What follows belongs to an exercise in optimizing a design on an open flow for small area; a production flow would make more cautious choices. The RTL was checked by simulation tests, not by an equivalence proof against the original design.

==> run a <==
## matrix_sram_loader
module matrix_sram_loader
(
  input  logic              clk,
  input  logic              rst,
  input  logic              cfg_valid,
  output logic              cfg_ready,
  input  logic [15:0]       cfg_size_a,
  input  logic [15:0]       cfg_size_b,
  input  logic [15:0]       cfg_size_c,
  input  logic [31:0]       s_data,
  input  logic              s_valid,
  output logic              s_ready,
  output logic [13:0]       avm_address,
  output logic              avm_chipselect,
  output logic              avm_write,
  output logic [31:0]       avm_writedata,
  output logic [3:0]        avm_byteenable,
  input  logic              avm_waitrequest,
  output logic              mult_start,
  input  logic              mult_valid,
  output logic              busy,
  output logic              error
);
==> module matrix_sram_loader, before the edit <==
module matrix_sram_loader
(
  input  logic              clk,
  input  logic              rst,
  input  logic              cfg_valid,
  output logic              cfg_ready,
  input  logic [15:0]       cfg_size_a,
  input  logic [15:0]       cfg_size_b,
  input  logic [15:0]       cfg_size_c,
  input  logic [31:0]       s_data,
  input  logic              s_valid,
  output logic              s_ready,
  output logic [13:0]       avm_address,
  output logic              avm_chipselect,
  output logic              avm_write,
  output logic [31:0]       avm_writedata,
  output logic [3:0]        avm_byteenable,
  input  logic              avm_waitrequest,
  output logic              mult_start,
  input  logic              mult_valid,
  output logic              busy,
  output logic              error
);
  localparam int unsigned SA_W = matrix_accel_pkg::SA_W;
  localparam int unsigned SB_W = matrix_accel_pkg::SB_W;
  localparam int unsigned SC_W = matrix_accel_pkg::SC_W;
  localparam logic [2:0] ST_IDLE0 = 3'b000;
  localparam logic [2:0] ST_IDLE  = 3'b001;
  localparam logic [2:0] ST_HDR   = 3'b010;
  localparam logic [2:0] ST_LOADA = 3'b110;
  localparam logic [2:0] ST_LOADB = 3'b111;
  localparam logic [2:0] ST_START = 3'b100;
  localparam logic [2:0] ST_WAIT  = 3'b101;
  logic [2:0]      st_q, st_d;
  logic [SA_W-1:0] sa_q;
  logic [SB_W-1:0] sb_q;
  logic [SC_W-1:0] sc_q;
  logic            error_q;
  logic            wr_q, wr_d;
  logic [11:0]     wa_q, wa_d;    
  logic [31:0]     wd_q, wd_d;
  logic            st_idle, st_busy, st_load, st_loadb;
  logic            wr_done, wr_req, reject, last;
  logic [SA_W-1:0] ma;
  logic [SB_W-1:0] mb;
  logic [SC_W-1:0] mc;
  logic [9:0]      pa;
  logic [11:0]     pb;
  logic            ovf_a, ovf_b;
  logic [12:0]     wa_inc;
  assign st_idle  = (st_q == ST_IDLE);
  assign st_busy  = st_q[2] | st_q[1];
  assign st_load  = st_q[2] & st_q[1];
  assign st_loadb = (st_q == ST_LOADB);
  assign wr_done  = wr_q & ~avm_waitrequest;
  assign wa_inc   = 13'(wa_q) + 13'd1;
  assign ma = st_busy ? sa_q : cfg_size_a[SA_W-1:0];
  assign mb = st_busy ? sb_q : cfg_size_b[SB_W-1:0];
  assign mc = st_busy ? sc_q : cfg_size_c[SC_W-1:0];
  mul_a u_mul_a (
    .xn(~mb), .yn(~ma), .p(pa), .ovf(ovf_a)
  );
  mul_b u_mul_b (
    .xn(~mb), .yn(~mc), .p(pb), .ovf(ovf_b)
  );
  assign reject = (cfg_size_a[SA_W-1:0] == '0) | (cfg_size_b[SB_W-1:0] == '0) |
                  (cfg_size_c[SC_W-1:0] == '0) |
                  (|cfg_size_a[15:SA_W]) | (|cfg_size_b[15:SB_W]) | (|cfg_size_c[15:SC_W]) |
                  ovf_a | ovf_b | (pb[11] & pb[10] & (|pb[9:0]));
  assign last = st_loadb ? ({wa_inc[12:10] - 3'd1, wa_inc[9:0]} == {1'b0, pb})
                         : (wa_q[9:0] == pa);
  always_comb begin
    st_d   = st_q;
    wr_req = 1'b0;
    wa_d   = wa_inc[11:0];
    wd_d   = s_data;
    case (st_q)
      ST_IDLE0: st_d = ST_IDLE;
      ST_IDLE:  if (cfg_valid && !reject) st_d = ST_HDR;
      ST_HDR: begin
        if (!wr_q) begin
          wr_req = 1'b1;
          wa_d   = '0;
          wd_d   = {{(16-SB_W){1'b0}}, sb_q, {(16-SA_W){1'b0}}, sa_q};
        end else if (wr_done) begin
          if (!wa_q[0]) begin
            wr_req = 1'b1;
            wd_d   = {{(32-SC_W){1'b0}}, sc_q};
          end else begin
            st_d = ST_LOADA;
          end
        end
      end
      ST_LOADA, ST_LOADB: begin
        wr_req = s_valid & ~wr_q;
        if (st_loadb && (wa_q[11:10] == 2'b00)) wa_d = matrix_accel_pkg::B_BASE_W;
        if (wr_done && last) st_d = st_loadb ? ST_START : ST_LOADB;
      end
      ST_START: st_d = ST_WAIT;
      ST_WAIT:  if (mult_valid) st_d = ST_IDLE;
      default:  st_d = ST_IDLE;
    endcase
    wr_d = wr_req | (wr_q & avm_waitrequest);
  end
  always_ff @(posedge clk or posedge rst) begin
    if (rst) begin
      st_q    <= ST_IDLE0;
      error_q <= 1'b0;
      wr_q    <= 1'b0;
      wa_q    <= '0;
      wd_q    <= '0;
    end else begin
      st_q    <= st_d;
      error_q <= st_idle & cfg_valid & reject;
      wr_q    <= wr_d;
      if (wr_req) begin
        wa_q <= wa_d;
        wd_q <= wd_d;
      end
    end
  end
  always_ff @(posedge clk) begin
    sa_q <= ma;
    sb_q <= mb;
    sc_q <= mc;
  end
  assign cfg_ready      = st_idle;
  assign busy           = st_busy;
  assign mult_start     = (st_q == ST_START);
  assign s_ready        = st_load & ~wr_q;
  assign error          = error_q;
  assign avm_address    = {wa_q, 2'b00};
  assign avm_write      = wr_q;
  assign avm_chipselect = wr_q;
  assign avm_writedata  = wd_q;
  assign avm_byteenable = {4{wr_q}};
endmodule
clock: 11.0 ns
lec_check: 0
cap_margin: 20
core_margin: 2
core_utilization: 55
gpl_timing_driven: 0
slew_margin: 20
synth_hierarchical: 1
standard.sh (not shown) runs the stock make flow with config.mk's settings and CLKGATE_MAP_FILE= SYNTH_SCRIPT=/design/flow/synth_recipe.tcl, a recipe that flattens the netlist after the stock synthesis.
==> flow/flow/run.sh <==
#!/bin/bash
# The standard layout (standard.sh, standard synthesis unchanged) with
# changes that only pick smaller cells: the port buffers are buf_1 cells;
# clock tree synthesis uses clkbuf_8 cells and adds no dummy loads; global
# placement is not timing driven (so it adds no buffers), but still starts by
# removing synthesis's buffers; before the resizer's repairs every cell gets
# the smallest drive strength of its function.
export BUFFER_PORTS_ARGS="-buffer_cell sky130_fd_sc_hd__buf_1"
export CTS_ARGS="-sink_clustering_enable -repair_clock_nets -dont_use_dummy_load -buf_list sky130_fd_sc_hd__clkbuf_8"
export PRE_GLOBAL_PLACE_TCL="$PWD/flow/pre_gp.tcl"
export PRE_RESIZE_TCL="$PWD/flow/pre_resize.tcl"
bash standard.sh > standard.log 2>&1
==> flow/flow/pre_gp.tcl <==
# Before global placement: remove the buffers synthesis inserted, as the
# standard flow does when its placement is timing driven.
remove_buffers
==> flow/flow/pre_resize.tcl <==
# Before the resizer repairs slew, capacitance and fanout: give every cell
# the smallest drive strength of its own function (same base cell name), so
# that only the repairs that timing and electrical rules need remain.
set dont_use $::env(DONT_USE_CELLS)
set masters [dict create]
foreach lib [[ord::get_db] getLibs] {
  foreach master [$lib getMasters] {
    set name [$master getName]
    if {[lsearch -exact $dont_use $name] >= 0} { continue }
    if {[regexp {^(sky130_fd_sc_hd__[a-z0-9]+)_([0-9]+)$} $name -> base drive]} {
      if {![dict exists $masters $base] ||
          [$master getWidth] < [[dict get $masters $base] getWidth]} {
        dict set masters $base $master
      }
    }
  }
}
set swapped 0
foreach inst [[ord::get_db_block] getInsts] {
  set master [$inst getMaster]
  if {[$master getType] ne "CORE"} { continue }
  if {![regexp {^(sky130_fd_sc_hd__[a-z0-9]+)_([0-9]+)$} [$master getName] -> base drive]} { continue }
  if {![dict exists $masters $base]} { continue }
  set small [dict get $masters $base]
  if {[$small getWidth] < [$master getWidth]} {
    $inst swapMaster $small
    incr swapped
  }
}
puts "pre_resize: gave $swapped cells a smaller drive strength"
==> run b: changes against run a <==
--- a/flow/design.v
+++ b/flow/design.v
@@ -153,15 +153,15 @@
   logic s87;
   logic c88;
   add_ha u_s87 (.a(s57), .b(c86), .s(s87), .co(c88));
   logic s89;
   logic c90;
   add_ha u_s89 (.a(s73), .b(c88), .s(s89), .co(c90));
   assign p = {s89, s87, s85, s83, s81, s79, s77, s75, s1, (xn[0] | yn[0])};
-  assign ovf = ~(xn[1] | (&yn[9:9])) | ~(xn[2] | (&yn[9:8])) | ~(xn[3] | (&yn[9:7])) | ~(xn[4] | (&yn[9:6])) | ~(xn[5] | (&yn[9:5])) | ~(xn[6] | (&yn[9:4])) | ~(xn[7] | (&yn[9:3])) | ~(xn[8] | (&yn[9:2])) | ~(xn[9] | (&yn[9:1])) | c60 | c62 | c64 | c66 | c68 | c70 | c72 | c74 | c90;
+  assign ovf = c60 | c62 | c64 | c66 | c68 | c70 | c72 | c74 | c90;
 endmodule
 module mul_b (
   input  logic [9:0] xn,
   input  logic [11:0] yn,
   output logic [11:0] p,
   output logic        ovf
 );
@@ -351,15 +351,15 @@
   logic s123;
   logic c124;
   add_fa u_s123 (.a(c72), .b(s87), .c(c122), .s(s123), .co(c124));
   logic s125;
   logic c126;
   add_fa u_s125 (.a(c88), .b(s103), .c(c124), .s(s125), .co(c126));
   assign p = {s125, s123, s121, s119, s117, s115, s113, s111, s109, s107, s105, ~(xn[0] | yn[0])};
-  assign ovf = ~(xn[1] | (&yn[11:11])) | ~(xn[2] | (&yn[11:10])) | ~(xn[3] | (&yn[11:9])) | ~(xn[4] | (&yn[11:8])) | ~(xn[5] | (&yn[11:7])) | ~(xn[6] | (&yn[11:6])) | ~(xn[7] | (&yn[11:5])) | ~(xn[8] | (&yn[11:4])) | ~(xn[9] | (&yn[11:3])) | c90 | c92 | c94 | c96 | c98 | c100 | c102 | c104 | c126;
+  assign ovf = c90 | c92 | c94 | c96 | c98 | c100 | c102 | c104 | c126;
 endmodule
 module matrix_sram_loader
 (
   input  logic              clk,
   input  logic              rst,
   input  logic              cfg_valid,
   output logic              cfg_ready,
@@ -418,68 +418,67 @@
   assign mc = st_busy ? sc_q : cfg_size_c[SC_W-1:0];
   mul_a u_mul_a (
     .xn(~mb), .yn(~ma), .p(pa), .ovf(ovf_a)
   );
   mul_b u_mul_b (
     .xn(~mb), .yn(~mc), .p(pb), .ovf(ovf_b)
   );
+  logic hi_pp;
+  always_comb begin
+    hi_pp = 1'b0;
+    for (int i = 1; i < SB_W; i++)
+      hi_pp |= mb[i] & ((|(ma >> (10 - i))) | (|(mc >> (12 - i))));
+  end
   assign reject = (cfg_size_a[SA_W-1:0] == '0) | (cfg_size_b[SB_W-1:0] == '0) |
                   (cfg_size_c[SC_W-1:0] == '0) |
                   (|cfg_size_a[15:SA_W]) | (|cfg_size_b[15:SB_W]) | (|cfg_size_c[15:SC_W]) |
-                  ovf_a | ovf_b | (pb[11] & pb[10] & (|pb[9:0]));
+                  hi_pp | ovf_a | ovf_b | (pb[11] & pb[10] & (|pb[9:0]));
   assign last = st_loadb ? ({wa_inc[12:10] - 3'd1, wa_inc[9:0]} == {1'b0, pb})
                          : (wa_q[9:0] == pa);
+  logic sel_s, sel_h0, sel_h1, sel_hold, b_first;
+  assign sel_s    = st_load & s_valid & ~wr_q;          
+  assign sel_h0   = (st_q == ST_HDR) & ~wr_q;            
+  assign sel_h1   = (st_q == ST_HDR) & wr_done & ~wa_q[0];   
+  assign sel_hold = ~(sel_s | sel_h0 | sel_h1);
+  assign wr_req   = ~sel_hold;
+  assign b_first  = st_loadb & (wa_q[11:10] == 2'b00);   
+  assign wa_d = ({12{sel_hold}} & wa_q) |
+                ({12{sel_h1 | (sel_s & ~b_first)}} & wa_inc[11:0]) |
+                ({12{sel_s & b_first}} & matrix_accel_pkg::B_BASE_W);
+  assign wd_d = ({32{sel_hold}} & wd_q) |
+                ({32{sel_s}} & s_data) |
+                ({32{sel_h0}} & {{(16-SB_W){1'b0}}, sb_q, {(16-SA_W){1'b0}}, sa_q}) |
+                ({32{sel_h1}} & {{(32-SC_W){1'b0}}, sc_q});
+  assign wr_d = wr_req | (wr_q & avm_waitrequest);
   always_comb begin
-    st_d   = st_q;
-    wr_req = 1'b0;
-    wa_d   = wa_inc[11:0];
-    wd_d   = s_data;
+    st_d = st_q;
     case (st_q)
       ST_IDLE0: st_d = ST_IDLE;
       ST_IDLE:  if (cfg_valid && !reject) st_d = ST_HDR;
-      ST_HDR: begin
-        if (!wr_q) begin
-          wr_req = 1'b1;
-          wa_d   = '0;
-          wd_d   = {{(16-SB_W){1'b0}}, sb_q, {(16-SA_W){1'b0}}, sa_q};
-        end else if (wr_done) begin
-          if (!wa_q[0]) begin
-            wr_req = 1'b1;
-            wd_d   = {{(32-SC_W){1'b0}}, sc_q};
-          end else begin
-            st_d = ST_LOADA;
-          end
-        end
-      end
-      ST_LOADA, ST_LOADB: begin
-        wr_req = s_valid & ~wr_q;
-        if (st_loadb && (wa_q[11:10] == 2'b00)) wa_d = matrix_accel_pkg::B_BASE_W;
+      ST_HDR:   if (wr_done && wa_q[0]) st_d = ST_LOADA;
+      ST_LOADA, ST_LOADB:
         if (wr_done && last) st_d = st_loadb ? ST_START : ST_LOADB;
-      end
       ST_START: st_d = ST_WAIT;
       ST_WAIT:  if (mult_valid) st_d = ST_IDLE;
       default:  st_d = ST_IDLE;
     endcase
-    wr_d = wr_req | (wr_q & avm_waitrequest);
   end
   always_ff @(posedge clk or posedge rst) begin
     if (rst) begin
       st_q    <= ST_IDLE0;
       error_q <= 1'b0;
       wr_q    <= 1'b0;
       wa_q    <= '0;
       wd_q    <= '0;
     end else begin
       st_q    <= st_d;
       error_q <= st_idle & cfg_valid & reject;
       wr_q    <= wr_d;
-      if (wr_req) begin
-        wa_q <= wa_d;
-        wd_q <= wd_d;
-      end
+      wa_q    <= wa_d;
+      wd_q    <= wd_d;
     end
   end
   always_ff @(posedge clk) begin
     sa_q <= ma;
     sb_q <= mb;
     sc_q <= mc;
   end
==> flow/flow/run.sh (replaced) <==
#!/bin/bash
# The standard layout (standard.sh, with the standard synthesis
# unchanged), with changes that only pick smaller cells:
# - the port buffers are buf_1 cells;
# - clock tree synthesis uses clkbuf_8 cells and adds no dummy loads;
# - before the resizer's slew/capacitance repair after placement, every cell
#   gets the smallest drive strength of its own function (pre_resize.tcl),
#   so only the sizes that timing and electrical rules need are restored.
# All tool output goes to standard.log and the ORFS logs under orfs/logs.
export BUFFER_PORTS_ARGS="-buffer_cell sky130_fd_sc_hd__buf_1"
export CTS_ARGS="-sink_clustering_enable -repair_clock_nets -dont_use_dummy_load -buf_list sky130_fd_sc_hd__clkbuf_8"
export PRE_RESIZE_TCL="$PWD/flow/pre_resize.tcl"
bash standard.sh > standard.log 2>&1
==> flow/config.mk (replaced) <==
export PLATFORM = sky130hd
export DESIGN_NAME = matrix_sram_loader
export DESIGN_NICKNAME = matrix_sram_loader
export VERILOG_FILES = /design/flow/design.v
export SDC_FILE = /design/flow/constraint.sdc
export NUM_CORES = 4
export LEC_CHECK = 0
export CAP_MARGIN = 10
export CORE_MARGIN = 2
export CORE_UTILIZATION = 80
export SLEW_MARGIN = 10
export SYNTH_HIERARCHICAL = 1
removed: flow/flow/pre_gp.tcl
==> run c: changes against run a <==
--- a/flow/design.v
+++ b/flow/design.v
@@ -424,62 +424,55 @@
   );
   assign reject = (cfg_size_a[SA_W-1:0] == '0) | (cfg_size_b[SB_W-1:0] == '0) |
                   (cfg_size_c[SC_W-1:0] == '0) |
                   (|cfg_size_a[15:SA_W]) | (|cfg_size_b[15:SB_W]) | (|cfg_size_c[15:SC_W]) |
                   ovf_a | ovf_b | (pb[11] & pb[10] & (|pb[9:0]));
   assign last = st_loadb ? ({wa_inc[12:10] - 3'd1, wa_inc[9:0]} == {1'b0, pb})
                          : (wa_q[9:0] == pa);
+  logic sel_s, sel_h0, sel_h1, sel_hold, b_first;
+  assign sel_s    = st_load & s_valid & ~wr_q;          
+  assign sel_h0   = (st_q == ST_HDR) & ~wr_q;            
+  assign sel_h1   = (st_q == ST_HDR) & wr_done & ~wa_q[0];   
+  assign sel_hold = ~(sel_s | sel_h0 | sel_h1);
+  assign wr_req   = ~sel_hold;
+  assign b_first  = st_loadb & (wa_q[11:10] == 2'b00);   
+  assign wa_d = ({12{sel_hold}} & wa_q) |
+                ({12{sel_h1 | (sel_s & ~b_first)}} & wa_inc[11:0]) |
+                ({12{sel_s & b_first}} & matrix_accel_pkg::B_BASE_W);
+  assign wd_d = ({32{sel_hold}} & wd_q) |
+                ({32{sel_s}} & s_data) |
+                ({32{sel_h0}} & {{(16-SB_W){1'b0}}, sb_q, {(16-SA_W){1'b0}}, sa_q}) |
+                ({32{sel_h1}} & {{(32-SC_W){1'b0}}, sc_q});
+  assign wr_d = wr_req | (wr_q & avm_waitrequest);
   always_comb begin
-    st_d   = st_q;
-    wr_req = 1'b0;
-    wa_d   = wa_inc[11:0];
-    wd_d   = s_data;
+    st_d = st_q;
     case (st_q)
       ST_IDLE0: st_d = ST_IDLE;
       ST_IDLE:  if (cfg_valid && !reject) st_d = ST_HDR;
-      ST_HDR: begin
-        if (!wr_q) begin
-          wr_req = 1'b1;
-          wa_d   = '0;
-          wd_d   = {{(16-SB_W){1'b0}}, sb_q, {(16-SA_W){1'b0}}, sa_q};
-        end else if (wr_done) begin
-          if (!wa_q[0]) begin
-            wr_req = 1'b1;
-            wd_d   = {{(32-SC_W){1'b0}}, sc_q};
-          end else begin
-            st_d = ST_LOADA;
-          end
-        end
-      end
-      ST_LOADA, ST_LOADB: begin
-        wr_req = s_valid & ~wr_q;
-        if (st_loadb && (wa_q[11:10] == 2'b00)) wa_d = matrix_accel_pkg::B_BASE_W;
+      ST_HDR:   if (wr_done && wa_q[0]) st_d = ST_LOADA;
+      ST_LOADA, ST_LOADB:
         if (wr_done && last) st_d = st_loadb ? ST_START : ST_LOADB;
-      end
       ST_START: st_d = ST_WAIT;
       ST_WAIT:  if (mult_valid) st_d = ST_IDLE;
       default:  st_d = ST_IDLE;
     endcase
-    wr_d = wr_req | (wr_q & avm_waitrequest);
   end
   always_ff @(posedge clk or posedge rst) begin
     if (rst) begin
       st_q    <= ST_IDLE0;
       error_q <= 1'b0;
       wr_q    <= 1'b0;
       wa_q    <= '0;
       wd_q    <= '0;
     end else begin
       st_q    <= st_d;
       error_q <= st_idle & cfg_valid & reject;
       wr_q    <= wr_d;
-      if (wr_req) begin
-        wa_q <= wa_d;
-        wd_q <= wd_d;
-      end
+      wa_q    <= wa_d;
+      wd_q    <= wd_d;
     end
   end
   always_ff @(posedge clk) begin
     sa_q <= ma;
     sb_q <= mb;
     sc_q <= mc;
   end
==> flow/flow/run.sh (replaced) <==
#!/bin/bash
# The standard layout (standard.sh, standard synthesis unchanged) with
# changes that only pick smaller cells: the port buffers are buf_1 cells;
# clock tree synthesis uses clkbuf_8 cells and adds no dummy loads; global
# placement is not timing driven (so it adds no buffers), but still starts by
# removing synthesis's buffers; before the resizer's repairs every cell gets
# the smallest drive strength of its function.
export BUFFER_PORTS_ARGS="-buffer_cell sky130_fd_sc_hd__buf_1"
export CTS_ARGS="-repair_clock_nets -dont_use_dummy_load -buf_list sky130_fd_sc_hd__clkbuf_8"
export PRE_GLOBAL_PLACE_TCL="$PWD/flow/pre_gp.tcl"
export PRE_RESIZE_TCL="$PWD/flow/pre_resize.tcl"
bash standard.sh > standard.log 2>&1
==> flow/config.mk (replaced) <==
export PLATFORM = sky130hd
export DESIGN_NAME = matrix_sram_loader
export DESIGN_NICKNAME = matrix_sram_loader
export VERILOG_FILES = /design/flow/design.v
export SDC_FILE = /design/flow/constraint.sdc
export NUM_CORES = 4
export LEC_CHECK = 0
export CAP_MARGIN = 20
export CORE_MARGIN = 2
export CORE_UTILIZATION = 70
export GPL_TIMING_DRIVEN = 0
export SLEW_MARGIN = 20
export SYNTH_HIERARCHICAL = 1
==> run d: changes against run a <==
--- a/flow/design.v
+++ b/flow/design.v
@@ -424,62 +424,55 @@
   );
   assign reject = (cfg_size_a[SA_W-1:0] == '0) | (cfg_size_b[SB_W-1:0] == '0) |
                   (cfg_size_c[SC_W-1:0] == '0) |
                   (|cfg_size_a[15:SA_W]) | (|cfg_size_b[15:SB_W]) | (|cfg_size_c[15:SC_W]) |
                   ovf_a | ovf_b | (pb[11] & pb[10] & (|pb[9:0]));
   assign last = st_loadb ? ({wa_inc[12:10] - 3'd1, wa_inc[9:0]} == {1'b0, pb})
                          : (wa_q[9:0] == pa);
+  logic sel_s, sel_h0, sel_h1, sel_hold, b_first;
+  assign sel_s    = st_load & s_valid & ~wr_q;          
+  assign sel_h0   = (st_q == ST_HDR) & ~wr_q;            
+  assign sel_h1   = (st_q == ST_HDR) & wr_done & ~wa_q[0];   
+  assign sel_hold = ~(sel_s | sel_h0 | sel_h1);
+  assign wr_req   = ~sel_hold;
+  assign b_first  = st_loadb & (wa_q[11:10] == 2'b00);   
+  assign wa_d = ({12{sel_hold}} & wa_q) |
+                ({12{sel_h1 | (sel_s & ~b_first)}} & wa_inc[11:0]) |
+                ({12{sel_s & b_first}} & matrix_accel_pkg::B_BASE_W);
+  assign wd_d = ({32{sel_hold}} & wd_q) |
+                ({32{sel_s}} & s_data) |
+                ({32{sel_h0}} & {{(16-SB_W){1'b0}}, sb_q, {(16-SA_W){1'b0}}, sa_q}) |
+                ({32{sel_h1}} & {{(32-SC_W){1'b0}}, sc_q});
+  assign wr_d = wr_req | (wr_q & avm_waitrequest);
   always_comb begin
-    st_d   = st_q;
-    wr_req = 1'b0;
-    wa_d   = wa_inc[11:0];
-    wd_d   = s_data;
+    st_d = st_q;
     case (st_q)
       ST_IDLE0: st_d = ST_IDLE;
       ST_IDLE:  if (cfg_valid && !reject) st_d = ST_HDR;
-      ST_HDR: begin
-        if (!wr_q) begin
-          wr_req = 1'b1;
-          wa_d   = '0;
-          wd_d   = {{(16-SB_W){1'b0}}, sb_q, {(16-SA_W){1'b0}}, sa_q};
-        end else if (wr_done) begin
-          if (!wa_q[0]) begin
-            wr_req = 1'b1;
-            wd_d   = {{(32-SC_W){1'b0}}, sc_q};
-          end else begin
-            st_d = ST_LOADA;
-          end
-        end
-      end
-      ST_LOADA, ST_LOADB: begin
-        wr_req = s_valid & ~wr_q;
-        if (st_loadb && (wa_q[11:10] == 2'b00)) wa_d = matrix_accel_pkg::B_BASE_W;
+      ST_HDR:   if (wr_done && wa_q[0]) st_d = ST_LOADA;
+      ST_LOADA, ST_LOADB:
         if (wr_done && last) st_d = st_loadb ? ST_START : ST_LOADB;
-      end
       ST_START: st_d = ST_WAIT;
       ST_WAIT:  if (mult_valid) st_d = ST_IDLE;
       default:  st_d = ST_IDLE;
     endcase
-    wr_d = wr_req | (wr_q & avm_waitrequest);
   end
   always_ff @(posedge clk or posedge rst) begin
     if (rst) begin
       st_q    <= ST_IDLE0;
       error_q <= 1'b0;
       wr_q    <= 1'b0;
       wa_q    <= '0;
       wd_q    <= '0;
     end else begin
       st_q    <= st_d;
       error_q <= st_idle & cfg_valid & reject;
       wr_q    <= wr_d;
-      if (wr_req) begin
-        wa_q <= wa_d;
-        wd_q <= wd_d;
-      end
+      wa_q    <= wa_d;
+      wd_q    <= wd_d;
     end
   end
   always_ff @(posedge clk) begin
     sa_q <= ma;
     sb_q <= mb;
     sc_q <= mc;
   end
==> flow/flow/run.sh (replaced) <==
#!/bin/bash
# The standard layout (standard.sh, standard synthesis unchanged) with
# changes that only pick smaller cells: the port buffers are buf_1 cells;
# clock tree synthesis uses clkbuf_8 cells and adds no dummy loads; global
# placement is not timing driven (so it adds no buffers), but still starts by
# removing synthesis's buffers; before the resizer's repairs every cell gets
# the smallest drive strength of its function.
export BUFFER_PORTS_ARGS="-buffer_cell sky130_fd_sc_hd__buf_1"
export CTS_ARGS="-sink_clustering_enable -repair_clock_nets -dont_use_dummy_load -buf_list sky130_fd_sc_hd__clkbuf_8"
export PRE_RESIZE_TCL="$PWD/flow/pre_resize.tcl"
bash standard.sh > standard.log 2>&1
==> flow/config.mk (replaced) <==
export PLATFORM = sky130hd
export DESIGN_NAME = matrix_sram_loader
export DESIGN_NICKNAME = matrix_sram_loader
export VERILOG_FILES = /design/flow/design.v
export SDC_FILE = /design/flow/constraint.sdc
export NUM_CORES = 4
export LEC_CHECK = 0
export CAP_MARGIN = 10
export CORE_MARGIN = 2
export CORE_UTILIZATION = 70
export SLEW_MARGIN = 10
export SYNTH_HIERARCHICAL = 1
==> qor.csv <==
stage;metric;value;unit
grt;vias in the first global route;6264;
run_status;run status;timing/DRC/antenna clean;
die;chip height;97.35;microns
final_layout;Non-clock buffer share;0.07819;
the above is filed under run b

==> qor.csv <==
stage;metric;value;unit
run_status;run status;timing/DRC/antenna clean;
die;Initial Utilization;0.5685;
grt;vias in the first global route;6153;
die;chip height;118.7;microns
cts;Clk Latency, worst-skew pair;0.37;ns
final_layout;Non-clock buffer share;0.08086;
the above is filed under run a

==> qor.csv <==
stage;metric;value;unit
grt;vias in the first global route;6268;
die;chip height;104.3;microns
run_status;run status;timing/DRC/antenna clean;
placement;port bufs;140;
the above is filed under run d

==> qor.csv <==
stage;metric;value;unit
run_status;run status;timing/DRC/antenna clean;
die;chip height;104.3;microns
yosys;Netlist cell types;57;
grt;vias in the first global route;6267;
final_layout;Non-clock buffer share;0.08233;
the above is filed under run c

re-timing with driven ports:
The flow's constraints put no driver on any port. The routed layouts listed below were extracted and timed again, unchanged, in two steps.
Step 1 assumes that a clkbuf_16 drives the clock port and a buf_2 every other input.
Step 2 moves the port delays by t, midway between the first and last clock arrival at a register: inputs arrive t later, outputs are due t later. That takes back most of the time a late clock gives input paths.
Slacks: no drivers / after step 1 / after step 2; pairs: no drivers / after step 1.
run | shift t [ns] | setup slack, ns | clock arrival spread, ns | slew at the worst register clock pin (ns) | pins driven straight from the clock port
run a | 0.388 | 0.988 / 0.993 / 0.605 | 0.035 / 0.035 | 0.10 / 0.10 | 1
run b | 0.378 | 1.348 / 1.348 / 1.010 | 0.041 / 0.041 | 0.11 / 0.11 | 1
run c | 0.377 | 0.376 / 0.389 / 0.013 | 0.033 / 0.033 | 0.09 / 0.09 | 1
run d | 0.378 | 0.361 / 0.368 / -0.010 | 0.039 / 0.039 | 0.09 / 0.09 | 1
With both steps, setup timing fails in run d, where it was met with ideal ports. The setup slack of run a, which loses most, moves by +0.005 ns with the drivers and by -0.383 ns with both steps.
